This design comes from an exercise in tuning for small area, a short achievable clock period and few clock cycles on the open sky130 flow, not from production work. Function was checked by simulation only, so behaviour that the tests miss may differ from the original. No driver is modelled on the clock port, so clocking that relies on it looks cheaper here than on a real chip. No activity file was given, so power comes from the tool's default toggle rates.

--- flow/standard.sh ---
#!/bin/bash
# synth_recipe.tcl (not shown) runs the flow's synth.tcl, then flattens the netlist and writes it again
# the make line also repeats each setting of config.mk as NAME=value (left out here)
make -C /OpenROAD-flow-scripts/flow DESIGN_CONFIG=/design/flow/config.mk WORK_HOME=/design/flow/orfs CLKGATE_MAP_FILE= SYNTH_SCRIPT=/design/flow/synth_recipe.tcl "${@:-finish}"
--- flow/flow/run.sh ---
#!/bin/bash
set -euo pipefail
bash standard.sh finish \
  MATCH_CELL_FOOTPRINT=0 \
  "BUFFER_PORTS_ARGS=-buffer_cell sky130_fd_sc_hd__buf_2" \
  > flow_make.log 2>&1
--- flow/constraint.sdc ---
create_clock -name core_clock -period 9.0 [get_ports {clk_i}]
set_input_delay 1.8000 -clock core_clock [delete_from_list [all_inputs] [get_ports {clk_i}]]
set_output_delay 1.8000 -clock core_clock [all_outputs]
set_load 0.01 [all_outputs]
--- flow/design.v ---
package clock_sync_pkg;
	typedef logic [15:0] stamp_t;
	typedef struct packed {
		logic [8-1:0] addr;
		logic [7:0]                data;
		logic                      we;
	} mbox_wr_t;
	typedef struct packed {
		stamp_t tx;
		stamp_t rx;
	} snapshot_t;
	typedef logic [4-1:0] node_mask_t;
	typedef struct packed {
		node_mask_t rx_ok;
		node_mask_t sync_ok;
		node_mask_t slave_rdy;
		node_mask_t scope_trigger;
	} node_status_t;
	typedef struct packed {
		stamp_t offset;
		stamp_t delay;
	} node_result_t;
	typedef node_result_t [4-1:0] result_array_t;
	typedef logic [2+1:0] stamp_addr_t;
endpackage
`timescale 1ns/1ps
module local_counter (
	input  logic                      clk_i,
	input  logic                      arst_n_i,
	input  logic [1:0]                snapshot_req_i,
	output clock_sync_pkg::stamp_t    count_o,
	output logic                      cycle_start_o,
	output logic [7:0]                snap_tx_n_o,
	output logic [7:0]                snap_rx_o
);
	logic [7:0] count;
	assign cycle_start_o = (count == 8'd199);
	assign count_o = {8'd0, count};
	always_ff @(posedge clk_i or negedge arst_n_i) begin
		if (!arst_n_i) begin
			count <= '0;
		end else begin
			count <= cycle_start_o ? 8'd0 : count + 8'd1;
		end
	end
	always_ff @(posedge clk_i or negedge arst_n_i) begin
		if (!arst_n_i) begin
			snap_tx_n_o <= '1;
			snap_rx_o <= '0;
		end else begin
			if (snapshot_req_i[0]) begin
				snap_tx_n_o <= ~count;
			end
			if (snapshot_req_i[1]) begin
				snap_rx_o <= count;
			end
		end
	end
endmodule
`timescale 1ns/1ps
module timestamp_store (
	input  logic                         clk_i,
	input  logic                         arst_n_i,
	input  logic [7:0]                   mbox_addr_i,
	input  logic [7:0]                   mbox_data_i,
	input  logic                         mbox_we_i,
	input  logic                         cycle_take_i,
	output logic [16*14-1:0]             stamps_o,
	output clock_sync_pkg::node_status_t status_next_o
);
	logic [7:0] stamp_lo [14];
	logic [7:0] stamp_hi [14];
	logic [2:0] flags [4];
	logic [3:0] rdy1;
	logic [3:0] rdy2;
	logic [3:0] chain_ok;
	logic [3:0] lo_hit;
	logic [3:0] hi_hit;
	logic [3:0] flag_hit;
	logic [15:0] lo_en;
	logic [15:0] hi_en;
	always_comb begin
		for (int n = 0; n < 4; n++) begin
			flag_hit[n] = mbox_we_i && (mbox_addr_i == 8'(16 + 16 * n + 2));
			for (int k = 0; k < 4; k++) begin
				lo_en[4 * n + k] = mbox_we_i && (mbox_addr_i == 8'(16 + 16 * n + 4 + 2 * k));
				hi_en[4 * n + k] = mbox_we_i && (mbox_addr_i == 8'(16 + 16 * n + 5 + 2 * k));
			end
			lo_hit[n] = |lo_en[4 * n +: 4];
			hi_hit[n] = |hi_en[4 * n +: 4];
		end
	end
	assign chain_ok = {rdy1[2:0] & rdy2[2:0], 1'b1};
	always_comb begin
		status_next_o = '0;
		for (int n = 0; n < 4; n++) begin
			status_next_o.rx_ok[n] = rdy1[n] & rdy2[n];
			status_next_o.sync_ok[n] = status_next_o.rx_ok[n] & flags[n][0];
			status_next_o.slave_rdy[n] = status_next_o.sync_ok[n] & flags[n][1];
			status_next_o.scope_trigger[n] = status_next_o.rx_ok[n] & flags[n][2];
		end
	end
	always_ff @(posedge clk_i or negedge arst_n_i) begin
		if (!arst_n_i) begin
			rdy1 <= '0;
			rdy2 <= '0;
			for (int n = 0; n < 4; n++) begin
				flags[n] <= '0;
			end
		end else if (cycle_take_i) begin
			rdy1 <= '0;
			rdy2 <= '0;
			for (int n = 0; n < 4; n++) begin
				flags[n] <= '0;
			end
		end else begin
			rdy1 <= rdy1 | (lo_hit & chain_ok);
			rdy2 <= rdy2 | (hi_hit & chain_ok & rdy1);
			for (int n = 0; n < 4; n++) begin
				if (flag_hit[n]) begin
					flags[n] <= mbox_data_i[2:0];
				end
			end
		end
	end
	always_ff @(posedge clk_i or negedge arst_n_i) begin
		if (!arst_n_i) begin
			for (int i = 0; i < 14; i++) begin
				stamp_lo[i] <= (i % 4 == 2) ? 8'hff : 8'h00;
				stamp_hi[i] <= (i % 4 == 2) ? 8'hff : 8'h00;
			end
		end else begin
			for (int i = 0; i < 14; i++) begin
				if (lo_en[i]) begin
					stamp_lo[i] <= (i % 4 == 2) ? ~mbox_data_i : mbox_data_i;
				end
				if (hi_en[i]) begin
					stamp_hi[i] <= (i % 4 == 2) ? ~mbox_data_i : mbox_data_i;
				end
			end
		end
	end
	always_comb begin
		for (int i = 0; i < 14; i++) begin
			stamps_o[16 * i +: 16] = {stamp_hi[i], stamp_lo[i]};
		end
	end
endmodule
`timescale 1ns/1ps
module offset_delay_calc (
	input  logic                          clk_i,
	input  logic                          arst_n_i,
	input  logic                          cycle_start_i,
	input  logic [7:0]                    snap_tx_n_i,
	input  logic [7:0]                    snap_rx_i,
	input  logic [16*14-1:0]              stamps_i,
	input  clock_sync_pkg::node_status_t  status_next_i,
	output logic                          cycle_take_o,
	output logic [4*32-1:0]     results_o,
	output clock_sync_pkg::node_status_t  status_o,
	output logic                          result_req_o,
	input  logic                          result_ack_i
);
	logic release_q;
	logic [4*32-1:0] results_next;
	assign cycle_take_o = cycle_start_i && !result_req_o && !release_q;
	function automatic logic [15:0] cpa(input logic [15:0] x, input logic [15:0] y);
		logic [15:0] g, p, gn, pn, h;
		g = x & y;
		p = x ^ y;
		h = p;
		for (int l = 0; l < 4; l++) begin
			gn = g; pn = p;
			for (int i = 0; i < 16; i++) begin
				if ((i % (2 << l)) == (2 << l) - 1) begin
					gn[i] = g[i] | (p[i] & g[i - (1 << l)]);
					pn[i] = p[i] & p[i - (1 << l)];
				end
			end
			g = gn; p = pn;
		end
		for (int l = 2; l >= 0; l--) begin
			gn = g; pn = p;
			for (int i = 0; i < 16; i++) begin
				if (i >= (2 << l) && ((i + 1) % (2 << l)) == (1 << l)) begin
					gn[i] = g[i] | (p[i] & g[i - (1 << l)]);
					pn[i] = p[i] & p[i - (1 << l)];
				end
			end
			g = gn; p = pn;
		end
		cpa = h ^ {g[14:0], 1'b0};
	endfunction
	function automatic logic [15:0] csa_s(input logic [15:0] x, input logic [15:0] y,
			input logic [15:0] z);
		csa_s = x ^ y ^ z;
	endfunction
	function automatic logic [15:0] csa_c(input logic [15:0] x, input logic [15:0] y,
			input logic [15:0] z, input logic cin);
		csa_c = {(x[14:0] & y[14:0]) | (x[14:0] & z[14:0]) | (y[14:0] & z[14:0]), cin};
	endfunction
	always_comb begin
		for (int k = 0; k < 4; k++) begin
			logic [15:0] t0, t1, an, b, s1, c1, s2, c2;
			t0 = stamps_i[16 * (4 * k) +: 16];
			t1 = stamps_i[16 * (4 * k + 1) +: 16];
			if (k == 0) begin
				an = {8'hff, snap_tx_n_i};
				b = {8'd0, snap_rx_i};
			end else begin
				an = stamps_i[16 * (4 * k - 2) +: 16];
				b = stamps_i[16 * (4 * k - 1) +: 16];
			end
			s1 = csa_s(t0, an, b);
			c1 = csa_c(t0, an, b, 1'b1);
			s2 = csa_s(s1, c1, ~t1);
			c2 = csa_c(s1, c1, ~t1, 1'b1);
			results_next[32 * k +: 16] = cpa(s2, c2);
			s1 = csa_s(t0, an, t1);
			c1 = csa_c(t0, an, t1, 1'b1);
			s2 = csa_s(s1, c1, ~b);
			c2 = csa_c(s1, c1, ~b, 1'b1);
			results_next[32 * k + 16 +: 16] = cpa(s2, c2);
		end
	end
	always_ff @(posedge clk_i) begin
		if (cycle_take_o) begin
			results_o <= results_next;
			status_o <= status_next_i;
		end
	end
	always_ff @(posedge clk_i or negedge arst_n_i) begin
		if (!arst_n_i) begin
			result_req_o <= 1'b0;
			release_q <= 1'b0;
		end else if (cycle_take_o) begin
			result_req_o <= 1'b1;
		end else if (result_req_o) begin
			if (result_ack_i) begin
				result_req_o <= 1'b0;
				release_q <= 1'b1;
			end
		end else if (release_q) begin
			if (!result_ack_i) begin
				release_q <= 1'b0;
			end
		end
	end
endmodule
`timescale 1ns/1ps
module clock_sync_top (
	input  logic                          clk_i,
	input  logic                          arst_n_i,
	input  logic [7:0]                    mbox_addr_i,
	input  logic [7:0]                    mbox_data_i,
	input  logic                          mbox_we_i,
	input  logic [1:0]                    snapshot_req_i,
	output logic [15:0]                   local_count_o,
	output logic [127:0]                  results_o,
	output logic [15:0]                   status_o,
	output logic                          result_req_o,
	input  logic                          result_ack_i
);
	logic cycle_start;
	logic cycle_take;
	logic [7:0] snap_tx_n;
	logic [7:0] snap_rx;
	logic [16*14-1:0] stamps;
	clock_sync_pkg::node_status_t status_next;
	local_counter u_local_counter (
		.clk_i          (clk_i),
		.arst_n_i       (arst_n_i),
		.snapshot_req_i (snapshot_req_i),
		.count_o        (local_count_o),
		.cycle_start_o  (cycle_start),
		.snap_tx_n_o    (snap_tx_n),
		.snap_rx_o      (snap_rx)
	);
	timestamp_store u_timestamp_store (
		.clk_i         (clk_i),
		.arst_n_i      (arst_n_i),
		.mbox_addr_i   (mbox_addr_i),
		.mbox_data_i   (mbox_data_i),
		.mbox_we_i     (mbox_we_i),
		.cycle_take_i  (cycle_take),
		.stamps_o      (stamps),
		.status_next_o (status_next)
	);
	offset_delay_calc u_offset_delay_calc (
		.clk_i         (clk_i),
		.arst_n_i      (arst_n_i),
		.cycle_start_i (cycle_start),
		.snap_tx_n_i   (snap_tx_n),
		.snap_rx_i     (snap_rx),
		.stamps_i      (stamps),
		.status_next_i (status_next),
		.cycle_take_o  (cycle_take),
		.results_o     (results_o),
		.status_o      (status_o),
		.result_req_o  (result_req_o),
		.result_ack_i  (result_ack_i)
	);
endmodule
--- flow/config.mk ---
export PLATFORM = sky130hd
export DESIGN_NAME = clock_sync_top
export DESIGN_NICKNAME = clock_sync_top
export VERILOG_FILES = /design/flow/design.v
export SDC_FILE = /design/flow/constraint.sdc
export NUM_CORES = 4
export LEC_CHECK = 0
export CAP_MARGIN = 20
export CORE_MARGIN = 2
export CORE_UTILIZATION = 65
export CTS_BUF_LIST = sky130_fd_sc_hd__clkbuf_8
export CTS_CLUSTER_DIAMETER = 80
export CTS_CLUSTER_SIZE = 16
export PLACE_DENSITY = 0.8
export SETUP_SLACK_MARGIN = 5
export SLEW_MARGIN = 20
==> results of run 1 <==
## layout by cell type, fill, tap and decap left out, drive strengths merged, types with 4 or more instances in the layout
cell	instances
nor2b	9
xnor2	53
o31ai	7
nor3b	4
nor3	6
nand3	31
o21ai	35
clkbuf	30
a31oi	22
nand2b	6
ha	126
dfrtp	214
inv	303
conb	8
nand2	84
edfxtp	144
mux2	177
and3	9
xor2	34
mux2i	42
a21o	15
o21a	6
dfstp	56
fa	275
and2	6
o21bai	7
a21oi	60
nand4	15
nor2	36
and3b	5
buf	179
## report_power, final
part | internal (W) | total, W | switching [W]
Combinational | 0.000865 | 0.00195 | 0.00109
Sequential | 0.00218 | 0.00225 | 0.0000649
Clock | 0.000311 | 0.000916 | 0.000604
Total | 0.00336 | 0.00511 | 0.00175
## per-stage QoR
| stage | setup WS [ns] | util, % | power [W] | cell area [sq um] | hold WS, ns |
|---|---|---|---|---|---|
| final | 5.21 | 71.0 | 0.00511 | 26700 | 0.500 |
| after global routing | 5.02 | 71.0 | 0.00550 | 26700 | 0.519 |
| after CTS | 5.06 | 70.9 | 0.00513 | 26700 | 0.503 |
| after detailed placement | 4.99 | 69.6 | 0.00421 | 26200 | 0.488 |
| after global placement | 5.17 | 69.6 | 0.00412 | 26200 | 0.476 |
| after floorplan | 5.30 | - | 0.00369 | 24900 | 0.468 |
## logic make-up after synthesis
| family | Yosys count | share of synthesized area (%) |
|---|---|---|
| compound gates | 156 | 3.66 |
| xor+xnor | 87 | 3.07 |
| fa+ha+maj | 402 | 28.5 |
| buf+inv | 335 | 5.27 |
| flops | 414 | 44.9 |
| mux | 219 | 9.83 |
| other cells | 1 | 0.0151 |
| simple gates | 226 | 4.73 |
## critical path, stage by stage, from the launching register on
cell and delay (ns):
dfstp_2 0.59, fa_1 0.42, fa_1 0.54, fa_1 0.47, nand3_1 0.10, nand2_1 0.14
a21oi_2 0.28, o31ai_1 0.14, fa_1 0.39, xor2_1 0.16, xnor2_1 0.14, xnor2_1 0.14
## per-layer routing
metal	GRT usage [%]	vias to the layer above	routed length, um
li1	-	6358	-
met1	36.5	7347	20600
met2	43.3	379	24300
met3	3.86	104	2600
met4	8.48	2	1470
met5	0	-	16
## registers in the layout, indices dropped and copies added, names as in the netlist
signal and count:
u_timestamp_store.stamp_hi 112, u_timestamp_store.rdy2 4, u_timestamp_store.flags 12, u_timestamp_store.stamp_lo 112, u_local_counter.count 8, u_local_counter.snap_rx_o 8, u_offset_delay_calc.release_q 1, u_offset_delay_calc.status_o 16
u_local_counter.snap_tx_n_o 8, u_offset_delay_calc.result_req_o 1, u_timestamp_store.rdy1 4, u_offset_delay_calc.results_o 128
## worst max path at each step
stage | from | endpoint | slack, ns | cells past startpoint
2_1_floorplan | u_local_counter.count[3] | u_offset_delay_calc.results_o[0] | 5.30 | 5
3_5_place_dp | mbox_addr_i[3] | u_timestamp_store.stamp_lo[9][3] | 4.99 | 5
4_1_cts | u_timestamp_store.stamp_lo[6][1] | u_offset_delay_calc.results_o[95] | 5.06 | 11
5_1_grt | u_local_counter.snap_tx_n_o[3] | u_offset_delay_calc.results_o[31] | 5.02 | 11
3_3_place_gp | mbox_addr_i[3] | u_timestamp_store.stamp_lo[8][5] | 5.17 | 5
6_report | u_timestamp_store.stamp_lo[10][1] | u_offset_delay_calc.results_o[127] | 5.21 | 11
## area by class of cell
type	instances	area [sq um]	share of cell area, %
antenna	3	7.51	0.0281
clock buffer	30	413	1.54
clock inverter	24	93.8	0.351
inverter	280	1050	3.93
multi-input combinational	1098	12400	46.6
sequential	414	11200	41.7
tap	511	639	2.39
timing repair buffer	179	935	3.50
==> flow_summary.yaml, run 1 <==
floorplanning:
  dieArea_sq_um: 39800
  die_w_um: 200
  start_util_pct: 66.0
  rows: 71
  ioPinCount: 183
  core_sq_um: 37700
  fp.dieH_um: 200
grt:
  grt_pass1_wl_mm: 80.3
  grt_pass1_vias: 15300
  grt.total_usage_pct: 26.3
  grt_max_degree: 152
  antenna_found_initial: 4
  grt-ovfl-total: 0
cells_and_area:
  final_nets: 2425
  instances_no_fill: 2539
  n_fill_cell: 2590
  drive_above_1_share_pct: 23.1
  syn_to_final_growth_pct: 7.61
logic_synthesis:
  avgSynthCellArea_sq_um: 13.5
  synthArstFlopShare_pct: 65.2
  netlist_top_cells_area: "fa_1 22%, dfrtp_1 22%, edfxtp_1 17%"
  ys_seq_area_share_pct: 44.9
  synth_commonest_cells: "280 x inv_1, 275 x fa_1, 214 x dfrtp_1, 168 x mux2_2, 144 x edfxtp_1"
  synth_warnings: 6
  synth_most_common_cell: "inv_1"
  synth_top_area_share_pct: 22.2
  ys_ff_latch: 414
  postSynthCellCount: 1840
  yosysTopAreaCell: "fa_1"
  yosysUniqueCellTypes: 56
  synth_edf_count: 144
  ys.flop_type: "dfrtp_1"
  synth_area_sq_um: 24800
worst_setup_path:
  critPathCaptureType: "flip-flop"
  worstPathMaxFanout: 4
  worstPathRequired_ns: 9.37
  critical_path_class: "flip-flop to flip-flop"
  start_kind: "flip-flop"
  regToRegStartpoint: "u_timestamp_store.stamp_lo[10][1]"
  worstRegToRegCells: 11
  cp_data_arrival_time_ns: 4.16
  reg2reg_slack_ns: 5.21
  r2r_end: "u_offset_delay_calc.results_o[127]"
timing:
  tns_ns: 0
  maxSlewViolCount: 0
  hold_violations: 0
  rsz0062_at_grt: "false"
  setup_violations: 0
  post-route-period-util_pct: 42.1
  fin_crit_ns: 3.79
  relSlewSlack_pct: 36.7
  fin_skew_ns: 0.0294
  worst_pin_slew_ns: 0.950
  max_freq_mhz: 264
placement:
  dpl.cell_count: 2482
  numPortBuffers: 174
  dp_hpwl_mm: 36.8
  place_congestion: 0.932
detailed_routing:
  drc: 0
  drt_wl_total_mm: 49.1
  vias_per_cell: 5.59
  drtIter0Drc: 858
  post_drt_wl_per_cell_um: 19.3
  first_pass_iters: 7
  drtAntennaViolNets: 0
  via_count: 14200
min_path:
  min_path_cells: 2
  whs_endpoint: "u_timestamp_store.stamp_hi[2][7]"
  holdCritStartpoint: "u_timestamp_store.stamp_hi[2][7]"
  hold_class: "flip-flop to flip-flop"
clock_tree:
  htreeDepth: 1
  cts_buffers: 29
  cts-root-buf: "clkbuf_8"
  cts.sinks: 414
  clk_latency_ns: 0.65
  clk_path_buf_depth: 3
  post_cts_buffers: 0
  cts_hold_buf: 0
  clkTransAtPathRegs_ns: 0.11
  tritoncts: "built"
  cts_resized: 0
power_and_ir_drop:
  p_per_area_nw_per_um2: 191
  ir_worst_vdd_mv: 0.122
  power.leakage_nw: 12.5
run:
  maxCapViolCount: 0
outcome:
  status: "timing/DRC/antenna clean"
Testbench counts, summed over its fixed seeds: cycles 240.
==> inputs of run 2 (changes only) <==
==> flow/flow/run.sh (replaced) <==
#!/bin/bash
set -euo pipefail
here=$(pwd)
bash standard.sh finish \
  MATCH_CELL_FOOTPRINT=0 SETUP_SLACK_MARGIN=5.3 \
  "BUFFER_PORTS_ARGS=-buffer_cell sky130_fd_sc_hd__buf_1" \
  PRE_CTS_TCL=$here/flow/skew.tcl SKEW_BUF_CELL=sky130_fd_sc_hd__clkbuf_4 \
  > flow_make.log 2>&1
==> flow/flow/skew.tcl (new file) <==
# Useful skew for the stamp -> result paths: the result registers take their clock through
# one extra buffer, so they capture a little later than the stamp registers launch. Only
# register-to-register paths into the result registers gain; their paths to the outputs lose.
set block [ord::get_db_block]
set clk_net [$block findNet clk_i]
set master [[ord::get_db] findMaster $::env(SKEW_BUF_CELL)]
set inst [odb::dbInst_create $block $master skew_buf_results]
set net [odb::dbNet_create $block clk_results]
$net setSigType CLOCK
[$inst findITerm A] connect $clk_net
[$inst findITerm X] connect $net
set sx 0
set sy 0
set n 0
foreach it [$clk_net getITerms] {
  set i [$it getInst]
  if { [string match "u_offset_delay_calc.results_o*" [$i getName]] } {
    $it disconnect
    $it connect $net
    set loc [$i getLocation]
    incr sx [lindex $loc 0]
    incr sy [lindex $loc 1]
    incr n
  }
}
$inst setLocation [expr { $sx / $n }] [expr { $sy / $n }]
$inst setPlacementStatus PLACED
puts "skew: moved $n result register clock pins behind [$master getName]"
==> flow_summary.yaml, run 2 <==
worst_setup_path:
  r2r_end: "u_offset_delay_calc.results_o[127]"
  worstPathMaxFanout: 3
  crit_end: "u_offset_delay_calc.results_o[127]"
  startpoint: "u_timestamp_store.stamp_lo[10][1]"
  worstPathRequired_ns: 9.62
  start_kind: "flip-flop"
  critPathCaptureType: "flip-flop"
  worstRegToRegCells: 11
  critical_path_class: "flip-flop to flip-flop"
  regToRegStartpoint: "u_timestamp_store.stamp_lo[10][1]"
  reg2reg_slack_ns: 5.36
  cp_data_arrival_time_ns: 4.26
grt:
  grt_use_met1_pct: 38.3
  grt_pass1_wl_mm: 82.1
  grt-busiest-layer: "met2"
  use_met3_pct: 3.97
  grtUsageMet2_pct: 43.4
  grt_pass1_vias: 15400
  grt_max_degree: 152
  grt.total_usage_pct: 27.1
  antenna_found_initial: 6
  grt-ovfl-total: 0
cells_and_area:
  drive_above_1_share_pct: 18.7
  reg.largest.list: "u_offset_delay_calc.results_o: 128 flops, u_timestamp_store.stamp_hi: 112 flops, u_timestamp_store.stamp_lo: 112 flops"
  mostFrequentLayoutCells: "297 x inv_1, 269 x fa_1, 214 x dfrtp_1"
  instances_no_fill: 2575
  final_nets: 2453
  largest_register: "u_offset_delay_calc.results_o"
  fin_util_pct: 72.3
  final_common_cell: "inv_1"
  largest_reg_flops: 128
  syn_to_final_growth_pct: 9.68
  n_fill_cell: 2526
clock_tree:
  clk_latency_ns: 0.88
  clkTransAtPathRegs_ns: 0.11
  tritoncts: "built"
power_and_ir_drop:
  p_per_area_nw_per_um2: 206
  power.leakage_nw: 12.2
  seqPwrFrac_pct: 39.9
  ir_worst_vdd_mv: 0.137
  switchingPower_w: 0.00197
  combPwrFrac_pct: 38.6
  p_int_w: 0.00365
  clockPowerShare_pct: 21.4
  netSwitchingFraction_pct: 35.1
floorplanning:
  rows: 71
  die_w_um: 200
  fp.dieH_um: 200
  start_util_pct: 66.0
  core_sq_um: 37700
  ioPinCount: 183
  dieArea_sq_um: 39800
timing:
  setup_ws_ns: 5.36
  fin_crit_ns: 3.64
  relSlewSlack_pct: 34.8
  worst_pin_slew_ns: 0.977
  hold_violations: 0
  max_freq_mhz: 275
  post-route-period-util_pct: 40.4
  fin_skew_ns: 0.0825
  tns_ns: 0
  hold_slack_ns: 0.500
  setup_violations: 0
  maxSlewViolCount: 0
  rsz0062_at_grt: "true"
detailed_routing:
  drtIter0Drc: 1021
  vias_per_cell: 5.59
  drt_wl_total_mm: 51.7
  first_pass_iters: 5
  post_drt_wl_per_cell_um: 20.1
  drc: 0
  drtAntennaViolNets: 0
  via_count: 14400
logic_synthesis:
  ys.flop_type: "dfrtp_1"
  synth_top_area_share_pct: 22.2
  synth_most_common_cell: "inv_1"
  yosys-mux-area-fraction_pct: 9.83
  synth_commonest_cells: "280 x inv_1, 275 x fa_1, 214 x dfrtp_1, 168 x mux2_2, 144 x edfxtp_1"
  synth_area_sq_um: 24800
  synthArstFlopShare_pct: 65.2
  ys_seq_area_share_pct: 44.9
  synth_edf_count: 144
  yosysTopAreaCell: "fa_1"
  synth-xor-area-share_pct: 3.07
  postSynthCellCount: 1840
  synth-compound-area-share_pct: 3.66
  yosysUniqueCellTypes: 56
  netlist_top_cells_area: "fa_1 22%, dfrtp_1 22%, edfxtp_1 17%"
  synth_warnings: 6
  avgSynthCellArea_sq_um: 13.5
  post_synth_fa_ha_maj_area_fraction_pct: 28.5
  synthSimpleGateAreaFrac_pct: 4.73
  ys_ff_latch: 414
  synth_top_family_by_area: "adder cells"
run:
  maxCapViolCount: 0
placement:
  numPortBuffers: 174
  place_congestion: 0.872
  dpl.cell_count: 2490
  dp_slack_ns: 4.81
  dp_hpwl_mm: 36.6
outcome:
  status: "timing/DRC/antenna clean"
min_path:
  hold_class: "flip-flop to flip-flop"
## run 2: cell counts after synthesis
No cell type changed its count.
## run 2: layer usage
layer	up-vias	wire, um	part of all wire, %
met4	0	1840	3.6
li1	6431	-	-
met2	392	25600	49
met3	108	2600	5.0
met1	7452	21700	42
met5	-	0	0
## run 2: timing repair
item | 4_1_cts | 5_1_grt
hold buffers | 0 | 0
gates cloned | 0 | 0
buffers inserted | 0 | 5
resized for setup | 6 | 57
endpoints found under the setup margin | 5 | 11
endpoints found under the hold margin | 0 | 0
pin swaps | 0 | 26
## run 2: how the worst min path moves through the flow
stage                                     startpoint                               end  slack [ns]  depth (start not counted)
floorplan           u_timestamp_store.stamp_hi[2][7]  u_timestamp_store.stamp_hi[2][7]        0.47                          2
detailed placement  u_timestamp_store.stamp_hi[2][7]  u_timestamp_store.stamp_hi[2][7]        0.49                          2
global route          u_local_counter.snap_tx_n_o[3]    u_local_counter.snap_tx_n_o[3]        0.52                          2
CTS                 u_timestamp_store.stamp_hi[6][7]  u_timestamp_store.stamp_hi[6][7]        0.50                          2
global placement    u_timestamp_store.stamp_hi[6][7]  u_timestamp_store.stamp_hi[6][7]        0.48                          2
finish              u_timestamp_store.stamp_hi[6][7]  u_timestamp_store.stamp_hi[6][7]        0.50                          2
## run 2: power by group through the flow
stage	logic [W]	registers, W	clock network [W]
4_1_cts	0.00198	0.00225	0.00123
5_1_grt	0.00244	0.00226	0.00130
2_1_floorplan	0.00142	0.00227	0
6_report	0.00217	0.00225	0.00121
3_5_place_dp	0.00193	0.00228	0
3_3_place_gp	0.00184	0.00228	0
## run 2: kinds of logic (layout without fill, tap and decap cells)
logic type | after synthesis | in the layout
other | 1 | 13
flip-flops | 414 | 414
AND/OR/NAND/NOR | 226 | 226
adder cells (fa/ha/maj) | 402 | 402
XOR/XNOR | 87 | 87
multiplexers | 219 | 219
AO/OA/AOI/OAI | 156 | 156
buffers and inverters | 335 | 547
## run 2: critical path, cell delays in order, from the launching register on
cell and delay (ns):
dfstp_2 0.58, fa_1 0.43, fa_1 0.54, fa_2 0.43
nand3_1 0.12, nand2_2 0.12, a21oi_4 0.22, o31ai_1 0.12
fa_1 0.42, xor2_2 0.18, xnor2_1 0.21, xnor2_1 0.08
## run 2: area by class of cell, without the clock buffers
cell class	instances	area [sq um]	area share, %
diodes	5	12.5	0.0459
plain buffers	1	7.51	0.0275
clock inverters	27	123	0.450
inverters	280	1050	3.86
multi-input cells	1098	12800	47.0
flip-flops and latches	414	11200	40.9
well taps	511	639	2.35
repair buffers	192	808	2.97
## run 2: metrics by stage
stage	area, sq um	power [W]
6_report	27300	0.00563
5_1_grt	27300	0.00600
4_1_cts	26800	0.00546
3_5_place_dp	26000	0.00422
3_3_place_gp	26000	0.00412
2_1_floorplan	24900	0.00369
==> inputs of run 3 (changes only) <==
--- a/flow/flow/run.sh
+++ b/flow/flow/run.sh
@@ -6,3 +6,4 @@
   "BUFFER_PORTS_ARGS=-buffer_cell sky130_fd_sc_hd__buf_1" \
   PRE_CTS_TCL=$here/flow/skew.tcl SKEW_BUF_CELL=sky130_fd_sc_hd__clkbuf_4 \
+  "CTS_ARGS=-sink_clustering_enable -repair_clock_nets -sink_clustering_size 16 -sink_clustering_max_diameter 80 -buf_list sky130_fd_sc_hd__clkbuf_8 -no_insertion_delay" \
   > flow_make.log 2>&1
==> flow_summary.yaml, run 3 <==
detailed_routing:
  drtAntennaViolNets: 0
  first_pass_iters: 6
  post_drt_wl_per_cell_um: 19.4
  drc: 0
  drt_wl_total_mm: 50.1
  via_count: 14300
  drtIter0Drc: 1045
  vias_per_cell: 5.55
floorplanning:
  dieArea_sq_um: 39800
  fp.dieH_um: 200
  rows: 71
  start_util_pct: 66.0
  core_sq_um: 37700
  die_w_um: 200
  ioPinCount: 183
grt:
  grt_max_degree: 152
  grt_pass1_wl_mm: 81.6
  antenna_found_initial: 7
  grt.total_usage_pct: 26.8
  grt-ovfl-total: 0
  grt_pass1_vias: 15300
logic_synthesis:
  ys_ff_latch: 414
  ys_seq_area_share_pct: 44.9
  postSynthCellCount: 1840
  yosysUniqueCellTypes: 56
  yosysTopAreaCell: "fa_1"
  synth_commonest_cells: "280 x inv_1, 275 x fa_1, 214 x dfrtp_1, 168 x mux2_2, 144 x edfxtp_1"
  ys.flop_type: "dfrtp_1"
  avgSynthCellArea_sq_um: 13.5
  synthArstFlopShare_pct: 65.2
  synth_most_common_cell: "inv_1"
  synth_edf_count: 144
  synth_warnings: 6
  synth_top_area_share_pct: 22.2
  synth_area_sq_um: 24800
  netlist_top_cells_area: "fa_1 22%, dfrtp_1 22%, edfxtp_1 17%"
cells_and_area:
  final_nets: 2451
  largest_register: "u_offset_delay_calc.results_o"
  final_common_cell: "inv_1"
  mostFrequentLayoutCells: "298 x inv_1, 275 x fa_1, 214 x dfrtp_1"
  fin_util_pct: 71.3
  drive_above_1_share_pct: 16.0
  reg.largest.list: "u_offset_delay_calc.results_o: 128 flops, u_timestamp_store.stamp_hi: 112 flops, u_timestamp_store.stamp_lo: 112 flops"
  syn_to_final_growth_pct: 8.14
  largest_reg_flops: 128
min_path:
  hold_class: "flip-flop to flip-flop"
  min_path_cells: 1
worst_setup_path:
  critPathCaptureType: "output pin"
  crit_buf_inv: 1
  critical_path_class: "flip-flop to output pin"
  worstRegToRegCells: 11
  slowest_stage: "edfxtp_1"
  startpoint: "u_offset_delay_calc.results_o[113]"
  start_kind: "flip-flop"
  regToRegStartpoint: "u_timestamp_store.stamp_lo[10][1]"
  cp_data_arrival_time_ns: 1.85
  crit_end: "results_o[113]"
  r2r_end: "u_offset_delay_calc.results_o[127]"
  path_cells: "clkbuf_2"
  crit_family: "flip-flops"
  worstPathMaxFanout: 1
  crit_cells: 1
  reg2reg_slack_ns: 5.76
  worstPathRequired_ns: 7.20
  slowest_delay_ns: 0.44
timing:
  fin_skew_ns: 0.711
  worst_pin_slew_ns: 0.926
  tns_ns: 0
  fin_crit_ns: 3.65
  relSlewSlack_pct: 38.0
  maxSlewViolCount: 0
  max_freq_mhz: 274
  post-route-period-util_pct: 40.5
  setup_ws_ns: 5.35
  hold_violations: 0
  hold_slack_ns: 0.0661
  setup_violations: 0
  rsz0062_at_grt: "true"
run:
  maxCapViolCount: 0
clock_tree:
  clk_latency_ns: 1.25
  clkTransAtPathRegs_ns: 0.11
  post_cts_buffers: 0
  tritoncts: "built"
placement:
  numPortBuffers: 174
  dp_hpwl_mm: 36.6
  dp_slack_ns: 4.81
  place_congestion: 0.872
power_and_ir_drop:
  p_per_area_nw_per_um2: 199
  power.leakage_nw: 12.2
  ir_worst_vdd_mv: 0.124
outcome:
  status: "timing/DRC/antenna clean"
run 3: changes by cell type in the layout (fill, tap and decap cells not counted), moves of 6 or more:
cell | previous run | this run
a21oi_1 | 46 | 60
ha_4 | 13 | 0
buf_1 | 173 | 167
ha_1 | 112 | 126
clkbuf_2 | 0 | 6
a21oi_2 | 12 | 0
dlygate4sd3_1 | 0 | 7
fa_1 | 269 | 275
fa_2 | 6 | 0
run 3: timing repair:
action / in CTS / in global routing
hold endpoints to repair: 7 / 0
resized for setup: 1 / 7
hold buffers: 7 / 0
pin swaps: 0 / 0
setup endpoints to repair: 1 / 22
run 3: metrics by stage:
step	cells	power, W	area, sq um
after floorplan	1847	0.00369	24900
after global placement	2490	0.00412	26000
after detailed placement	2490	0.00422	26000
after CTS	2568	0.00539	26800
after global routing	2574	0.00572	26900
final	2577	0.00535	26900
run 3: worst min path at each step:
stage,from,end,slack [ns]
6_report,u_timestamp_store.stamp_lo[7][0],u_offset_delay_calc.results_o[80],0.07
5_1_grt,u_timestamp_store.stamp_lo[7][0],u_offset_delay_calc.results_o[80],0.03
4_1_cts,u_timestamp_store.stamp_lo[7][0],u_offset_delay_calc.results_o[80],0.01
2_1_floorplan,u_timestamp_store.stamp_hi[2][7],u_timestamp_store.stamp_hi[2][7],0.47
3_3_place_gp,u_timestamp_store.stamp_hi[6][7],u_timestamp_store.stamp_hi[6][7],0.48
3_5_place_dp,u_timestamp_store.stamp_hi[2][7],u_timestamp_store.stamp_hi[2][7],0.49
run 3: where the power goes:
group / total (W) / internal (W) / switching [W]
clock: 0.00114 / 0.000440 / 0.000699
sequential: 0.00225 / 0.00218 / 0.0000647
combinational: 0.00196 / 0.000872 / 0.00109
run 3: cell families (layout without fill, tap and decap cells):
family / after synthesis / after routing / share of synthesized area (%)
buffers and inverters: 335 / 545 / 5.27
adders and majority gates: 402 / 402 / 28.5
other: 1 / 17 / 0.0151
AOI/OAI and AO/OA: 156 / 156 / 3.66
DFF: 414 / 414 / 44.9
and+or+nand+nor: 226 / 226 / 4.73
xor gates and xnor gates: 87 / 87 / 3.07
muxes: 219 / 219 / 9.83
run 3: layer usage:
metal / track usage, % / vias to the layer above / part of all wire (%)
li1: - / 6435 / -
met1: 38.0 / 7356 / 43
met2: 43.1 / 389 / 49
met3: 3.24 / 112 / 4.6
met4: 10.3 / 0 / 3.8
met5: 0 / - / 0
run 3: cell type report, without the clock buffers:
type,instances,area (sq um)
diodes,9,22.5
plain buffers,1,7.51
clock inverters,28,126
fillers,2592,10800
inverters,280,1050
multi-input cells,1098,12400
flip-flops and latches,414,11200
well taps,511,639
repair buffers,194,848
==> inputs of run 4 (changes only) <==
==> flow/flow/run.sh (replaced) <==
#!/bin/bash
set -euo pipefail
here=$(pwd)
bash standard.sh finish \
  MATCH_CELL_FOOTPRINT=0 SETUP_SLACK_MARGIN=5.3 \
  "BUFFER_PORTS_ARGS=-buffer_cell sky130_fd_sc_hd__buf_1" \
  POST_CTS_TCL=$here/flow/skew.tcl SKEW_BUF_CELL=sky130_fd_sc_hd__clkbuf_4 \
  > flow_make.log 2>&1
==> flow/flow/skew.tcl (replaced) <==
# Useful skew for the stamp -> result paths. After clock tree synthesis, the result registers
# under each leaf clock net are moved behind one extra clock buffer driven by that leaf net,
# so they capture a little later than the stamp registers launch. Only the register-to-
# register paths into the result registers gain; their paths to the outputs lose.
set block [ord::get_db_block]
set master [[ord::get_db] findMaster $::env(SKEW_BUF_CELL)]
array set groups {}
foreach inst [$block getInsts] {
  if { [string match "u_offset_delay_calc.results_o*" [$inst getName]] } {
    set it [$inst findITerm CLK]
    lappend groups([[$it getNet] getName]) $it
  }
}
set k 0
foreach leaf [lsort [array names groups]] {
  set buf [odb::dbInst_create $block $master skew_buf_$k]
  set net [odb::dbNet_create $block clknet_skew_$k]
  $net setSigType CLOCK
  [$buf findITerm A] connect [$block findNet $leaf]
  [$buf findITerm X] connect $net
  set sx 0
  set sy 0
  foreach it $groups($leaf) {
    $it disconnect
    $it connect $net
    set loc [[$it getInst] getLocation]
    incr sx [lindex $loc 0]
    incr sy [lindex $loc 1]
  }
  set n [llength $groups($leaf)]
  $buf setLocation [expr { $sx / $n }] [expr { $sy / $n }]
  $buf setPlacementStatus PLACED
  puts "skew: $n result registers under $leaf now behind skew_buf_$k"
  incr k
}
detailed_placement
estimate_parasitics -placement
repair_timing_helper
detailed_placement
check_placement -verbose
--- a/flow/config.mk
+++ b/flow/config.mk
@@ -13,4 +13,3 @@
 export CTS_CLUSTER_SIZE = 16
 export PLACE_DENSITY = 0.8
-export SETUP_SLACK_MARGIN = 5
 export SLEW_MARGIN = 20
==> flow_summary.yaml, run 4 <==
worst_setup_path:
  critPathCaptureType: "flip-flop"
  path_cells: "fa_1, fa_1, ha_1, a21oi_2, o21ai_0, a31oi_1, o31ai_2, fa_1, xor2_1, xnor2_1, xnor2_1"
  start_kind: "flip-flop"
  slowest_delay_ns: 0.59
  slowest_stage: "dfstp_2"
  worstPathMaxFanout: 4
  cp_data_arrival_time_ns: 4.08
  critPathMostFrequentCell: "fa_1"
  critical_path_class: "flip-flop to flip-flop"
  worstPathRequired_ns: 9.53
placement:
  dp_hpwl_mm: 36.6
  numPortBuffers: 174
  place_congestion: 0.872
  dp_slack_ns: 4.81
detailed_routing:
  drtIter0Drc: 901
  vias_per_cell: 5.55
  first_pass_iters: 6
  drc: 0
  post_drt_wl_per_cell_um: 19.3
  drt_wl_total_mm: 49.7
  via_count: 14300
  drtAntennaViolNets: 0
timing:
  post-route-period-util_pct: 39.5
  relSlewSlack_pct: 38.9
  setup_ws_ns: 5.45
  hold_violations: 0
  fin_crit_ns: 3.55
  setup_violations: 0
  tns_ns: 0
  worst_pin_slew_ns: 0.913
  rsz0062_at_grt: "true"
  maxSlewViolCount: 0
  max_freq_mhz: 282
  fin_skew_ns: 0.218
grt:
  grt-ovfl-total: 0
  grt_max_degree: 152
  grt.total_usage_pct: 26.6
  grt_pass1_vias: 15400
  antenna_found_initial: 6
  grt_pass1_wl_mm: 81.2
cells_and_area:
  final_common_cell: "inv_1"
  fin_util_pct: 71.4
  mostFrequentLayoutCells: "302 x inv_1, 273 x fa_1, 214 x dfrtp_1"
  final_nets: 2459
  drive_above_1_share_pct: 16.9
  largest_reg_flops: 128
  largest_register: "u_offset_delay_calc.results_o"
  reg.largest.list: "u_offset_delay_calc.results_o: 128 flops, u_timestamp_store.stamp_hi: 112 flops, u_timestamp_store.stamp_lo: 112 flops"
  syn_to_final_growth_pct: 8.30
logic_synthesis:
  ys_seq_area_share_pct: 44.9
  synth_top_area_share_pct: 22.2
  synthArstFlopShare_pct: 65.2
  yosysTopAreaCell: "fa_1"
  synth_warnings: 6
  synth_area_sq_um: 24800
  postSynthCellCount: 1840
  ys.flop_type: "dfrtp_1"
  yosysUniqueCellTypes: 56
  synth_commonest_cells: "280 x inv_1, 275 x fa_1, 214 x dfrtp_1, 168 x mux2_2, 144 x edfxtp_1"
  ys_ff_latch: 414
  synth_edf_count: 144
  synth_most_common_cell: "inv_1"
  avgSynthCellArea_sq_um: 13.5
  netlist_top_cells_area: "fa_1 22%, dfrtp_1 22%, edfxtp_1 17%"
floorplanning:
  fp.dieH_um: 200
  rows: 71
  core_sq_um: 37700
  ioPinCount: 183
  start_util_pct: 66.0
  die_w_um: 200
  dieArea_sq_um: 39800
clock_tree:
  clkTransAtPathRegs_ns: 0.11
  clk_latency_ns: 0.83
  tritoncts: "built"
  cts.sinks: 414
min_path:
  hold_class: "flip-flop to flip-flop"
run:
  maxCapViolCount: 0
power_and_ir_drop:
  ir_worst_vdd_mv: 0.164
  power.leakage_nw: 12.2
  p_per_area_nw_per_um2: 201
outcome:
  status: "timing/DRC/antenna clean"
run 4: layout make-up, without the clock buffers:
cell class | count | area, sq um
multi-input combinational | 1098 | 12500
sequential | 414 | 11200
fill | 2587 | 10800
inverter | 280 | 1050
timing repair buffer | 190 | 793
tap | 511 | 639
buffer | 22 | 165
clock inverter | 24 | 129
antenna | 8 | 20.0
run 4: path summary, 6_finish.rpt:
check                                                  startpoint                            endpoint  slack [ns]  cells after the start
worst max register to register  u_timestamp_store.stamp_hi[10][1]  u_offset_delay_calc.results_o[111]        5.45                     11
min in group asynchronous                                arst_n_i    u_timestamp_store.stamp_hi[0][6]        1.29                      1
worst min-delay path             u_timestamp_store.stamp_hi[6][7]    u_timestamp_store.stamp_hi[6][7]        0.50                      2
worst min register to register   u_timestamp_store.stamp_hi[6][7]    u_timestamp_store.stamp_hi[6][7]        0.50                      2
worst max-delay path            u_timestamp_store.stamp_hi[10][1]  u_offset_delay_calc.results_o[111]        5.45                     11
max in group asynchronous                                arst_n_i    u_timestamp_store.stamp_hi[8][3]        6.32                      2
run 4: cells by family after synthesis:
logic type,after synthesis,synth area share [%]
adder cells (fa/ha/maj),402,28.5
other,1,0.0151
AO/OA/AOI/OAI,156,3.66
flip-flops,414,44.9
multiplexers,219,9.83
XOR/XNOR,87,3.07
buffers and inverters,335,5.27
AND/OR/NAND/NOR,226,4.73
run 4: metal layers:
layer | up-vias | global-route usage [%] | routed length (um)
li1 | 6440 | - | -
met1 | 7407 | 37.1 | 21100
met2 | 365 | 43.8 | 24800
met3 | 99 | 3.65 | 2310
met4 | 0 | 8.94 | 1490
met5 | - | 0 | 0
run 4: critical path: cells and delay by family (launching register included):
kind / cells / cell delay [ns]
xor gates and xnor gates: 3 / 0.44
adders and majority gates: 4 / 1.70
DFF: 1 / 0.59
AOI/OAI and AO/OA: 4 / 0.71
run 4: stage by stage:
step                power, W  cell area [sq um]  hold WS [ns]  cells
floorplan            0.00369              24900         0.468   1847
global placement     0.00412              26000         0.475   2490
detailed placement   0.00422              26000         0.491   2490
global route         0.00578              26900         0.524   2576
finish               0.00540              26900         0.503   2579
run 4: where the power goes:
part           leakage (nW)  switching [W]  internal (W)
clock network         0.470       0.000663      0.000471
logic                  6.91        0.00112      0.000903
registers              4.82      0.0000647       0.00218
total                  12.2        0.00184       0.00356
==> inputs of run 5 (changes only) <==
==> flow/flow/run.sh (replaced) <==
#!/bin/bash
set -euo pipefail
here=$(pwd)
bash standard.sh finish \
  MATCH_CELL_FOOTPRINT=0 SETUP_SLACK_MARGIN=5.3 \
  "BUFFER_PORTS_ARGS=-buffer_cell sky130_fd_sc_hd__buf_1" \
  POST_CTS_TCL=$here/flow/skew.tcl SKEW_BUF_CELL=sky130_fd_sc_hd__clkbuf_4 SKEW_PRE_CELL=sky130_fd_sc_hd__clkbuf_2 \
  > flow_make.log 2>&1
--- a/flow/flow/skew.tcl
+++ b/flow/flow/skew.tcl
@@ -2,5 +2,6 @@
 # under each leaf clock net are moved behind one extra clock buffer driven by that leaf net,
 # so they capture a little later than the stamp registers launch. Only the register-to-
-# register paths into the result registers gain; their paths to the outputs lose.
+# register paths into the result registers gain; their paths to the outputs lose. With
+# SKEW_PRE_CELL set, a second, smaller buffer drives the extra buffer, for a longer delay.
 set block [ord::get_db_block]
 set master [[ord::get_db] findMaster $::env(SKEW_BUF_CELL)]
@@ -17,5 +18,15 @@
   set net [odb::dbNet_create $block clknet_skew_$k]
   $net setSigType CLOCK
-  [$buf findITerm A] connect [$block findNet $leaf]
+  if { [info exists ::env(SKEW_PRE_CELL)] && $::env(SKEW_PRE_CELL) != "" } {
+    set pre [odb::dbInst_create $block [[ord::get_db] findMaster $::env(SKEW_PRE_CELL)] skew_pre_$k]
+    set mid [odb::dbNet_create $block clknet_skew_pre_$k]
+    $mid setSigType CLOCK
+    [$pre findITerm A] connect [$block findNet $leaf]
+    [$pre findITerm X] connect $mid
+    [$buf findITerm A] connect $mid
+  } else {
+    set pre ""
+    [$buf findITerm A] connect [$block findNet $leaf]
+  }
   [$buf findITerm X] connect $net
   set sx 0
@@ -31,4 +42,8 @@
   $buf setLocation [expr { $sx / $n }] [expr { $sy / $n }]
   $buf setPlacementStatus PLACED
+  if { $pre != "" } {
+    $pre setLocation [expr { $sx / $n }] [expr { $sy / $n }]
+    $pre setPlacementStatus PLACED
+  }
   puts "skew: $n result registers under $leaf now behind skew_buf_$k"
   incr k
==> flow_summary.yaml, run 5 <==
outcome:
  status: "timing/DRC/antenna clean"
placement:
  numPortBuffers: 174
  dp_hpwl_mm: 36.6
  dpl.cell_count: 2490
  place_congestion: 0.872
logic_synthesis:
  synth_warnings: 6
  synth_top_area_share_pct: 22.2
  ys_ff_latch: 414
  synth_area_sq_um: 24800
  yosysUniqueCellTypes: 56
  yosysTopAreaCell: "fa_1"
  postSynthCellCount: 1840
  ys.flop_type: "dfrtp_1"
  synth_commonest_cells: "280 x inv_1, 275 x fa_1, 214 x dfrtp_1, 168 x mux2_2, 144 x edfxtp_1"
  netlist_top_cells_area: "fa_1 22%, dfrtp_1 22%, edfxtp_1 17%"
  synthArstFlopShare_pct: 65.2
  synth_edf_count: 144
  synth_most_common_cell: "inv_1"
  ys_seq_area_share_pct: 44.9
  avgSynthCellArea_sq_um: 13.5
detailed_routing:
  drtAntennaViolNets: 0
  drc: 0
  post_drt_wl_per_cell_um: 19.2
  drt_wl_total_mm: 49.9
  vias_per_cell: 5.54
  first_pass_iters: 6
  via_count: 14400
  drtIter0Drc: 873
timing:
  fin_skew_ns: 0.299
  tns_ns: 0
  rsz0062_at_grt: "false"
  fin_crit_ns: 3.49
  setup_violations: 0
  max_freq_mhz: 287
  worst_pin_slew_ns: 0.926
  relSlewSlack_pct: 38.0
  post-route-period-util_pct: 38.8
  maxSlewViolCount: 0
  hold_violations: 0
cells_and_area:
  final_nets: 2481
  n_fill_cell: 2582
  final_common_cell: "inv_1"
  largest_register: "u_offset_delay_calc.results_o"
  instances_no_fill: 2598
  reg.largest.list: "u_offset_delay_calc.results_o: 128 flops, u_timestamp_store.stamp_hi: 112 flops, u_timestamp_store.stamp_lo: 112 flops"
  drive_above_1_share_pct: 17.7
  largest_reg_flops: 128
  mostFrequentLayoutCells: "302 x inv_1, 273 x fa_1, 214 x dfrtp_1"
  syn_to_final_growth_pct: 8.69
worst_setup_path:
  critPathCaptureType: "flip-flop"
  worstPathMaxFanout: 4
  worstPathRequired_ns: 9.62
  cp_data_arrival_time_ns: 4.10
  critical_path_class: "flip-flop to flip-flop"
  start_kind: "flip-flop"
  reg2reg_slack_ns: 5.51
floorplanning:
  die_w_um: 200
  dieArea_sq_um: 39800
  ioPinCount: 183
  fp.dieH_um: 200
  rows: 71
  core_sq_um: 37700
  start_util_pct: 66.0
min_path:
  hold_class: "flip-flop to flip-flop"
clock_tree:
  cts.sinks: 414
  clk_latency_ns: 0.91
  clkTransAtPathRegs_ns: 0.10
  tritoncts: "built"
grt:
  grt-busiest-layer: "met2"
  grt_pass1_wl_mm: 81.6
  grt-ovfl-total: 0
  grt_use_met1_pct: 37.1
  grt_pass1_vias: 15500
  antenna_found_initial: 6
  grtUsageMet2_pct: 44.2
  grt.total_usage_pct: 26.7
  grt_max_degree: 152
  use_met3_pct: 3.71
power_and_ir_drop:
  power_w: 0.00549
  ir_worst_vdd_mv: 0.163
  p_per_area_nw_per_um2: 203
  power.leakage_nw: 12.3
run:
  maxCapViolCount: 0
## run 5: cell type report, without the clock buffers
cell class | instances | area, sq um | area share [%]
plain buffers | 44 | 275 | 1.02
inverters | 280 | 1050 | 3.89
multi-input cells | 1098 | 12500 | 46.3
clock inverters | 24 | 129 | 0.477
repair buffers | 190 | 793 | 2.94
well taps | 511 | 639 | 2.37
diodes | 5 | 12.5 | 0.0463
flip-flops and latches | 414 | 11200 | 41.3
## run 5: worst max-delay path, stage by stage (launching register included)
cell and delay (ns):
dfstp_2 0.59, fa_1 0.44, fa_1 0.50, ha_1 0.37
a21oi_1 0.21, o21ai_0 0.18, a31oi_1 0.23, o31ai_2 0.12
fa_1 0.39, xor2_1 0.16, xnor2_1 0.18, xnor2_1 0.09
## run 5: where the power goes
part,switching (W),total (W),internal (W)
clock network,0.000688,0.00122,0.000535
registers,0.0000647,0.00225,0.00218
logic,0.00112,0.00202,0.000901
## run 5: layer usage
metal,up-vias,part of all wire [%]
li1,6493,-
met2,365,50
met1,7461,42
met5,-,0
met3,76,4.5
met4,0,2.7
## run 5: final timing paths
check | startpoint | endpoint | depth (start not counted)
setup reg to reg | u_timestamp_store.stamp_hi[10][1] | u_offset_delay_calc.results_o[111] | 11
hold reg to reg | u_timestamp_store.stamp_lo[13][0] | u_offset_delay_calc.results_o[96] | 1
min in group asynchronous | arst_n_i | u_timestamp_store.stamp_hi[0][5] | 1
setup / recovery | u_timestamp_store.stamp_hi[10][1] | u_offset_delay_calc.results_o[111] | 11
hold / removal | u_timestamp_store.stamp_lo[13][0] | u_offset_delay_calc.results_o[96] | 1
max in group asynchronous | arst_n_i | u_timestamp_store.stamp_hi[8][3] | 2
## run 5: through the flow
step	setup slack (ns)	area, sq um	hold WS, ns	util (%)
floorplan	5.48	24900	0.468	-
global placement	4.95	26000	0.475	69.1
detailed placement	4.81	26000	0.491	69.1
global route	5.30	27000	0.430	71.7
finish	5.51	27000	0.430	71.7
## run 5: cells by family after synthesis
family,after synthesis,synth area share [%]
adder cells (fa/ha/maj),402,28.5
other,1,0.0151
AND/OR/NAND/NOR,226,4.73
multiplexers,219,9.83
XOR/XNOR,87,3.07
buffers and inverters,335,5.27
flip-flops,414,44.9
AO/OA/AOI/OAI,156,3.66
==> inputs of run 6 (changes only) <==
==> flow/flow/run.sh (replaced) <==
#!/bin/bash
set -euo pipefail
here=$(pwd)
bash standard.sh finish \
  MATCH_CELL_FOOTPRINT=0 SETUP_SLACK_MARGIN=5.15 \
  "BUFFER_PORTS_ARGS=-buffer_cell sky130_fd_sc_hd__buf_1" \
  POST_CTS_TCL=$here/flow/skew.tcl SKEW_BUF_CELL=sky130_fd_sc_hd__clkbuf_4 SKEW_PRE_CELL=sky130_fd_sc_hd__clkbuf_1 \
  > flow_make.log 2>&1
==> flow_summary.yaml, run 6 <==
outcome:
  status: "timing/DRC/antenna clean"
placement:
  dpl.cell_count: 2491
  place_congestion: 0.890
  dp_hpwl_mm: 36.5
  dp_slack_ns: 4.90
  numPortBuffers: 174
grt:
  grt.total_usage_pct: 26.7
  grt_pass1_vias: 15900
  grt_max_degree: 153
  grt-ovfl-total: 0
  antenna_found_initial: 3
  grt_pass1_wl_mm: 81.8
floorplanning:
  ioPinCount: 183
  rows: 71
  start_util_pct: 66.0
  dieArea_sq_um: 39800
  core_sq_um: 37700
  fp.dieH_um: 200
  die_w_um: 200
worst_setup_path:
  start_kind: "flip-flop"
  cp_data_arrival_time_ns: 4.24
  reg2reg_slack_ns: 5.37
  critPathCaptureType: "flip-flop"
  worstPathMaxFanout: 4
  worstPathRequired_ns: 9.61
  critical_path_class: "flip-flop to flip-flop"
logic_synthesis:
  ys_seq_area_share_pct: 44.9
  yosysUniqueCellTypes: 56
  synth_most_common_cell: "inv_1"
  avgSynthCellArea_sq_um: 13.5
  synth_area_sq_um: 24800
  synth_commonest_cells: "280 x inv_1, 275 x fa_1, 214 x dfrtp_1, 168 x mux2_2, 144 x edfxtp_1"
  synth_edf_count: 144
  synth_top_area_share_pct: 22.2
  postSynthCellCount: 1840
  netlist_top_cells_area: "fa_1 22%, dfrtp_1 22%, edfxtp_1 17%"
  ys_ff_latch: 414
  yosysTopAreaCell: "fa_1"
  synth_warnings: 6
  synthArstFlopShare_pct: 65.2
  ys.flop_type: "dfrtp_1"
cells_and_area:
  reg.largest.list: "u_offset_delay_calc.results_o: 128 flops, u_timestamp_store.stamp_hi: 112 flops, u_timestamp_store.stamp_lo: 112 flops"
  final_common_cell: "inv_1"
  final_nets: 2473
  largest_reg_flops: 128
  syn_to_final_growth_pct: 7.95
  instances_no_fill: 2587
  largest_register: "u_offset_delay_calc.results_o"
  fin_util_pct: 71.2
  drive_above_1_share_pct: 15.7
  mostFrequentLayoutCells: "301 x inv_1, 275 x fa_1, 214 x dfrtp_1"
min_path:
  hold_class: "flip-flop to flip-flop"
detailed_routing:
  drtIter0Drc: 841
  vias_per_cell: 5.55
  drc: 0
  first_pass_iters: 7
  drt_wl_total_mm: 49.1
  drtAntennaViolNets: 0
  via_count: 14400
  post_drt_wl_per_cell_um: 19.0
timing:
  worst_pin_slew_ns: 1.08
  hold_violations: 0
  fin_skew_ns: 0.300
  setup_ws_ns: 5.37
  post-route-period-util_pct: 40.3
  setup_violations: 0
  fin_crit_ns: 3.63
  tns_ns: 0
  max_freq_mhz: 276
  relSlewSlack_pct: 27.8
  rsz0062_at_grt: "false"
  maxSlewViolCount: 0
clock_tree:
  tritoncts: "built"
  cts.sinks: 414
  clk_latency_ns: 0.91
  clkTransAtPathRegs_ns: 0.11
power_and_ir_drop:
  switchingPower_w: 0.00183
  clockPowerShare_pct: 21.6
  seqPwrFrac_pct: 41.9
  power_w: 0.00536
  combPwrFrac_pct: 36.5
  power.leakage_nw: 12.2
  ir_worst_vdd_mv: 0.174
  p_int_w: 0.00353
  p_per_area_nw_per_um2: 200
  netSwitchingFraction_pct: 34.1
run:
  maxCapViolCount: 0
## run 6: cell type report, without the clock buffers
type                    count  area [sq um]
diodes                      2          5.00
clock inverters            25           128
repair buffers            188           774
inverters                 280          1050
flip-flops and latches    414         11200
well taps                 511           639
plain buffers              38           214
multi-input cells        1098         12400
fillers                  2611         10800
## run 6: path summary, 6_finish.rpt
path | startpoint | to | cells after the start
max in group asynchronous | arst_n_i | u_timestamp_store.stamp_hi[8][2] | 2
min in group asynchronous | arst_n_i | u_timestamp_store.stamp_hi[0][6] | 1
max reg2reg | u_timestamp_store.stamp_lo[6][7] | u_offset_delay_calc.results_o[79] | 11
min | u_local_counter.snap_rx_o[0] | u_offset_delay_calc.results_o[16] | 1
min reg2reg | u_local_counter.snap_rx_o[0] | u_offset_delay_calc.results_o[16] | 1
max | u_timestamp_store.stamp_lo[6][7] | u_offset_delay_calc.results_o[79] | 11
## run 6: through the flow
stage | instance area [sq um] | hold slack, ns
floorplan | 24900 | 0.468
global placement | 26000 | 0.476
detailed placement | 26000 | 0.485
global route | 26800 | 0.422
finish | 26800 | 0.427
## run 6: kinds of logic (layout without fill, tap and decap cells)
group,Yosys count,after routing,share of synthesized area (%)
compound gates,156,156,3.66
xor+xnor,87,87,3.07
fa+ha+maj,402,402,28.5
buf+inv,335,562,5.27
flops,414,414,44.9
mux,219,219,9.83
other cells,1,10,0.0151
simple gates,226,226,4.73
## run 6: worst max-delay path, cell delays in order (launching register included)
cell,delay (ns)
dfstp_2,0.59
fa_1,0.43
fa_1,0.54
ha_1,0.40
nand4_1,0.12
a21oi_1,0.13
and3b_1,0.26
o31ai_1,0.44
fa_1,0.27
xor2_1,0.17
xnor2_1,0.15
xnor2_1,0.09
## run 6: metal layers
layer,vias up,wire length (um),track usage (%)
met1,7445,20700,36.5
met5,-,23,0
met2,335,24200,43.6
met4,4,1840,10.6
li1,6456,-,-
met3,120,2390,3.90
## run 6: power by group through the flow
stage          Sequential (W)  Combinational, W  Clock, W
3_5_place_dp          0.00229           0.00194         0
6_report              0.00225           0.00196   0.00116
2_1_floorplan         0.00227           0.00142         0
5_1_grt               0.00226           0.00225   0.00126
3_3_place_gp          0.00228           0.00184         0
==> inputs of run 7 (changes only) <==
==> flow/flow/run.sh (replaced) <==
#!/bin/bash
set -euo pipefail
here=$(pwd)
bash standard.sh finish \
  MATCH_CELL_FOOTPRINT=0 SETUP_SLACK_MARGIN=5.5 \
  "BUFFER_PORTS_ARGS=-buffer_cell sky130_fd_sc_hd__buf_1" \
  POST_CTS_TCL=$here/flow/skew.tcl SKEW_BUF_CELL=sky130_fd_sc_hd__clkbuf_4 SKEW_PRE_CELL=sky130_fd_sc_hd__clkbuf_1 \
  > flow_make.log 2>&1
==> flow_summary.yaml, run 7 <==
outcome:
  status: "timing/DRC/antenna clean"
logic_synthesis:
  synth_commonest_cells: "280 x inv_1, 275 x fa_1, 214 x dfrtp_1, 168 x mux2_2, 144 x edfxtp_1"
  synthSimpleGateAreaFrac_pct: 4.73
  synth_warnings: 6
  synthArstFlopShare_pct: 65.2
  synth_top_family_by_area: "adder cells"
  avgSynthCellArea_sq_um: 13.5
  netlist_top_cells_area: "fa_1 22%, dfrtp_1 22%, edfxtp_1 17%"
  synth-xor-area-share_pct: 3.07
  post_synth_fa_ha_maj_area_fraction_pct: 28.5
  ys_seq_area_share_pct: 44.9
  synth_top_area_share_pct: 22.2
  postSynthCellCount: 1840
  yosys-mux-area-fraction_pct: 9.83
  synth_edf_count: 144
  yosysTopAreaCell: "fa_1"
  synth_area_sq_um: 24800
  synth_most_common_cell: "inv_1"
  synth-compound-area-share_pct: 3.66
  ys.flop_type: "dfrtp_1"
  yosysUniqueCellTypes: 56
  ys_ff_latch: 414
cells_and_area:
  largest_register: "u_offset_delay_calc.results_o"
  mostFrequentLayoutCells: "302 x inv_1, 263 x fa_1, 214 x dfrtp_1"
  drive_above_1_share_pct: 20.4
  n_fill_cell: 2424
  instances_no_fill: 2604
  largest_reg_flops: 128
  final_common_cell: "inv_1"
  syn_to_final_growth_pct: 11.0
  final_nets: 2487
  reg.largest.list: "u_offset_delay_calc.results_o: 128 flops, u_timestamp_store.stamp_hi: 112 flops, u_timestamp_store.stamp_lo: 112 flops"
clock_tree:
  cts.sinks: 414
  clk_latency_ns: 0.89
  tritoncts: "built"
  clkTransAtPathRegs_ns: 0.11
detailed_routing:
  vias_per_cell: 5.60
  drt_wl_total_mm: 51.5
  via_count: 14600
  post_drt_wl_per_cell_um: 19.8
  drtAntennaViolNets: 0
  drc: 0
  first_pass_iters: 5
  drtIter0Drc: 943
timing:
  hold_violations: 0
  fin_crit_ns: 3.39
  setup_violations: 0
  post-route-period-util_pct: 37.7
  rsz0062_at_grt: "false"
  maxSlewViolCount: 0
  worst_pin_slew_ns: 0.993
  tns_ns: 0
  relSlewSlack_pct: 33.8
  fin_skew_ns: 0.291
  max_freq_mhz: 295
placement:
  dp_hpwl_mm: 36.1
  place_congestion: 0.861
  dpl.cell_count: 2488
  numPortBuffers: 174
grt:
  grt.total_usage_pct: 27.6
  grt_max_degree: 93
  grt-ovfl-total: 0
  grt_pass1_wl_mm: 84.1
  grt_pass1_vias: 15900
  antenna_found_initial: 7
floorplanning:
  die_w_um: 200
  fp.dieH_um: 200
  start_util_pct: 66.0
  core_sq_um: 37700
  dieArea_sq_um: 39800
  rows: 71
  ioPinCount: 183
power_and_ir_drop:
  power.leakage_nw: 12.3
  p_per_area_nw_per_um2: 206
  ir_worst_vdd_mv: 0.162
worst_setup_path:
  worstPathRequired_ns: 9.61
  cp_data_arrival_time_ns: 4.00
  slowest_delay_ns: 0.59
  slowest_stage: "dfstp_2"
  critical_path_class: "flip-flop to flip-flop"
  worstPathMaxFanout: 3
  critPathCaptureType: "flip-flop"
  start_kind: "flip-flop"
  path_cells: "fa_1, fa_1, ha_1, nand4_1, a21oi_2, and3b_2, o31ai_4, fa_2, xor2_1, xnor2_1, xnor2_1"
run:
  maxCapViolCount: 0
min_path:
  hold_class: "flip-flop to flip-flop"
-- run 7: cell counts after synthesis --
No cell type changed its count.
-- run 7: cells by family after synthesis --
group           count (synthesis)
flops                         414
other cells                     1
fa+ha+maj                     402
xor+xnor                       87
simple gates                  226
mux                           219
buf+inv                       335
compound gates                156
-- run 7: worst max-delay path, delay by kind of cell, from the launching register on --
family / cells / cell delay (ns)
AO/OA/AOI/OAI: 2 / 0.39
XOR/XNOR: 3 / 0.45
adder cells (fa/ha/maj): 4 / 1.52
flip-flops: 1 / 0.59
AND/OR/NAND/NOR: 2 / 0.40
-- run 7: through the flow --
stage	area (sq um)	setup slack (ns)	utilization [%]	hold WS (ns)	total power, W
global placement	26000	4.90	69.1	0.476	0.00412
floorplan	24900	5.52	-	0.468	0.00369
global route	27600	5.51	73.2	0.409	0.00608
detailed placement	26000	4.82	69.1	0.485	0.00421
finish	27600	5.61	73.2	0.410	0.00568
-- run 7: layout make-up, without the clock buffers --
| class | count | area (sq um) | share of cell area [%] |
|---|---|---|---|
| Inverter | 280 | 1050 | 3.81 |
| Antenna cell | 5 | 12.5 | 0.0454 |
| Sequential cell | 414 | 11200 | 40.4 |
| Tap cell | 511 | 639 | 2.32 |
| Buffer | 36 | 203 | 0.735 |
| Multi-Input combinational cell | 1098 | 13100 | 47.5 |
| Clock inverter | 25 | 105 | 0.381 |
| Timing Repair Buffer | 204 | 893 | 3.24 |
-- run 7: path summary, 6_finish.rpt --
kind / start / to / slack, ns / cells after the start
worst max-delay path: u_timestamp_store.stamp_lo[2][4] / u_offset_delay_calc.results_o[47] / 5.61 / 11
worst min-delay path: u_timestamp_store.stamp_lo[13][0] / u_offset_delay_calc.results_o[96] / 0.41 / 1
worst max register to register: u_timestamp_store.stamp_lo[2][4] / u_offset_delay_calc.results_o[47] / 5.61 / 11
worst min register to register: u_timestamp_store.stamp_lo[13][0] / u_offset_delay_calc.results_o[96] / 0.41 / 1
max in group asynchronous: arst_n_i / u_timestamp_store.stamp_lo[3][7] / 6.39 / 2
min in group asynchronous: arst_n_i / u_timestamp_store.stamp_hi[13][6] / 1.18 / 1
-- run 7: power by group --
part | leakage (nW) | total [W] | internal, W | switching [W]
combinational | 7.04 | 0.00232 | 0.00107 | 0.00124
sequential | 4.82 | 0.00225 | 0.00218 | 0.0000651
clock | 0.459 | 0.00112 | 0.000448 | 0.000673
-- run 7: metal layers --
metal / up-vias / part of all wire, % / track usage (%)
met4: 4 / 3.1 / 10.1
met3: 97 / 4.5 / 3.36
met2: 380 / 51 / 46.3
met5: - / 0.037 / 0
li1: 6492 / - / -
met1: 7597 / 42 / 37.5

==> re-timing with driven ports <==
No port has a modelled driver above. Below, the same layouts with a new extraction and two added sets of constraints.
Step 1 assumes that a clkbuf_16 drives the clock port and a buf_2 every other input.
Step 2, shift: input delay + t, output delay - t, t = (earliest + latest rising clock arrival at the registers) / 2. This alone moves slack from input paths to output paths.
Three values: no drivers, after step 1, after step 2; two values: the first two.
| run | shift t [ns] | slack for setup (ns) | latest minus earliest clock arrival (ns) | worst data-port slew with drivers (ns) | pins driven straight from the clock port |
|---|---|---|---|---|---|
| run 1 | 0.690 | 5.213 / 5.213 / 4.850 | 0.033 / 0.033 | 0.11 | 1 |
| run 2 | 0.895 | 5.363 / 5.363 / 4.645 | 0.083 / 0.083 | 0.10 | 2 |
| run 3 | 0.948 | 5.353 / 5.299 / 4.615 | 0.711 / 0.711 | 0.10 | 1 |
| run 4 | 0.772 | 5.448 / 5.448 / 4.829 | 0.218 / 0.219 | 0.10 | 1 |
| run 5 | 0.812 | 5.511 / 5.511 / 4.806 | 0.305 / 0.305 | 0.10 | 1 |
| run 6 | 0.810 | 5.370 / 5.370 / 4.666 | 0.303 / 0.303 | 0.11 | 1 |
| run 7 | 0.812 | 5.611 / 5.592 / 4.780 | 0.309 / 0.308 | 0.11 | 1 |
In run 3, run 5, run 6 and run 7 the clock reaches the registers at very different times; t lies between them, and the last value is a rough guide only. The setup slack of run 7, which loses most, moves by -0.019 ns with the drivers and by -0.831 ns with both steps.
